This design comes from an exercise in tuning for small area, a short achievable clock period and few clock cycles per item on the open sky130 flow, not from production work.
Power is estimated from default activity; no workload was simulated.

== the previous run ==
==> module prefix_network, before the edit <==
module prefix_network (
	input wire logic clk,
	input wire logic enable,
	input wire prefix_data_pkg::block_t data_in,
	output prefix_data_pkg::block_t sums
);
	localparam int W = 8;
	localparam int N = 8;
	localparam int H = N / 2;
	localparam int J = 4;
	prefix_data_pkg::block_t layer1;
	prefix_data_pkg::block_t layer2;
	prefix_layer #(.SPAN(1)) u_layer1 (.sums_in(data_in), .sums_out(layer1));
	prefix_layer #(.SPAN(2)) u_layer2 (.sums_in(layer1), .sums_out(layer2));
	logic [N*W-1:0] flat2;
	assign flat2 = layer2;
	logic [N*W-1:0] next_sums;
	logic [H-1:0] next_carry;
	logic [N*W-1:0] held_sums;
	logic [H-1:0] held_carry;
	assign next_sums[H*W-1:0] = flat2[H*W-1:0];
	for (genvar i = H; i < N; i++) begin : g_upper
		if (J == 0) begin : g_none
			assign next_sums[i*W +: W] = flat2[i*W +: W];
			assign next_carry[i-H] = 1'b0;
		end else if (J >= W) begin : g_all
			assign next_sums[i*W +: W] = flat2[i*W +: W] + flat2[(H-1)*W +: W];
			assign next_carry[i-H] = 1'b0;
		end else begin : g_part
			logic [J:0] low;
			assign low = {1'b0, flat2[i*W +: J]} + {1'b0, flat2[(H-1)*W +: J]};
			assign next_sums[i*W +: W] = {flat2[i*W+J +: W-J], low[J-1:0]};
			assign next_carry[i-H] = low[J];
		end
	end
	always_ff @(posedge clk) begin
		if (enable) begin
			held_sums <= next_sums;
		end
	end
	if (J > 0 && J < W) begin : g_carry_reg
		always_ff @(posedge clk) begin
			if (enable) begin
				held_carry <= next_carry;
			end
		end
	end else begin : g_no_carry
		assign held_carry = '0;
	end
	logic [N*W-1:0] flat_out;
	assign flat_out[H*W-1:0] = held_sums[H*W-1:0];
	for (genvar i = H; i < N; i++) begin : g_finish
		if (J == 0) begin : g_none
			assign flat_out[i*W +: W] = held_sums[i*W +: W] + held_sums[(H-1)*W +: W];
		end else if (J >= W) begin : g_all
			assign flat_out[i*W +: W] = held_sums[i*W +: W];
		end else begin : g_part
			assign flat_out[i*W +: W] = {
				held_sums[i*W+J +: W-J] + held_sums[(H-1)*W+J +: W-J] + (W-J)'(held_carry[i-H]),
				held_sums[i*W +: J]
			};
		end
	end
	assign sums = flat_out;
endmodule
clock: 4.0 ns
lec_check: 0
abc_area: 1
cap_margin: 20
core_margin: 2
core_utilization: 60
slew_margin: 20
standard.sh (not shown) runs the stock make flow with config.mk's settings and CLKGATE_MAP_FILE= SYNTH_SCRIPT=/design/flow/synth_recipe.tcl, a recipe that flattens the netlist after the stock synthesis.
==> flow/flow/run.sh <==
#!/bin/bash
# Layout flow: the standard layout (standard.sh), with ADDER_MAP_FILE empty so adders are
# left to ABC, and port buffers starting as buf_1 (repair resizes them where timing needs it).
# Each make run's full output goes to a log file in the work folder.
set -euo pipefail
WORK=$(pwd)
bash standard.sh \
	ADDER_MAP_FILE= \
	"BUFFER_PORTS_ARGS=-buffer_cell sky130_fd_sc_hd__buf_1" \
	finish > "$WORK/make_finish.log" 2>&1
What the current run does differently from the previous run at the input level:
--- a/flow/design.v
+++ b/flow/design.v
@@ -99,5 +99,5 @@
 	localparam int N = 8;
 	localparam int H = N / 2;
-	localparam int J = 4;
+	localparam int J = 5;
 	prefix_data_pkg::block_t layer1;
 	prefix_data_pkg::block_t layer2;
@@ -120,6 +120,8 @@
 		end else begin : g_part
 			logic [J:0] low;
+			logic [W-J-1:0] high;
 			assign low = {1'b0, flat2[i*W +: J]} + {1'b0, flat2[(H-1)*W +: J]};
-			assign next_sums[i*W +: W] = {flat2[i*W+J +: W-J], low[J-1:0]};
+			assign high = flat2[i*W+J +: W-J] + flat2[(H-1)*W+J +: W-J];
+			assign next_sums[i*W +: W] = {high, low[J-1:0]};
 			assign next_carry[i-H] = low[J];
 		end
@@ -148,5 +150,5 @@
 		end else begin : g_part
 			assign flat_out[i*W +: W] = {
-				held_sums[i*W+J +: W-J] + held_sums[(H-1)*W+J +: W-J] + (W-J)'(held_carry[i-H]),
+				held_sums[i*W+J +: W-J] + (W-J)'(held_carry[i-H]),
 				held_sums[i*W +: J]
 			};
--- outcome ---
Changes observed in the current run relative to the previous run: number of hold violations in the final report comparable; total routed wirelength decreased 2.1%; part of the total power dissipated in combinational logic rose by 1.3 points; synthesized area picked up an extra 8.2%. Per the comparison of the current run with the previous run, final area higher, time the final worst path needs with I/O delays and setup shows a reduction of 0.31 ns. Summary of the comparison: largest driver fanout on the critical path is lower in the current run, relative to the previous run. NOTE synthesized net count the previous run->the current run increased by a few percent. Taking the previous run as the reference, in the current run setup TNS about even; power consumed by combinational cells has increased; synthesized area per cell higher; number of non-clock buffers fell by 0.50%. Lower total design power goes to the previous run over the current run.
Function was not checked in any run of this note: the RTL went through the layout flow alone.

-- afterwards: timing with drivers on the ports --
How much do the figures lean on ideal ports? The routed layouts below were timed once more, with nothing changed but the port constraints. Step 1, drivers: a clkbuf_16 drives clk and a buf_2 each remaining input, both assumed. Step 2 also shifts input and output timing later by t, the mid clock arrival at the registers, as if the neighbouring blocks saw the same clock. Slacks: ideal ports / drivers / drivers and shift; pairs: ideal ports / drivers.
| run | t (ns) | setup slack, ns | hold WS [ns] | clock arrival spread, ns | worst register clock-pin slew, ns |
|---|---|---|---|---|---|
| the previous run | 0.402 | 0.951 / 0.914 / 1.209 | 0.223 / 0.218 / 0.578 | 0.013 / 0.013 | 0.10 / 0.10 |
| the current run | 0.383 | 1.263 / 1.272 / 0.889 | 0.253 / 0.234 / 0.544 | 0.012 / 0.011 | 0.07 / 0.07 |
After both steps every run listed still meets setup and hold. For the current run, which loses most, drivers alone change the setup slack by +0.009 ns; drivers and shift together by -0.374 ns.
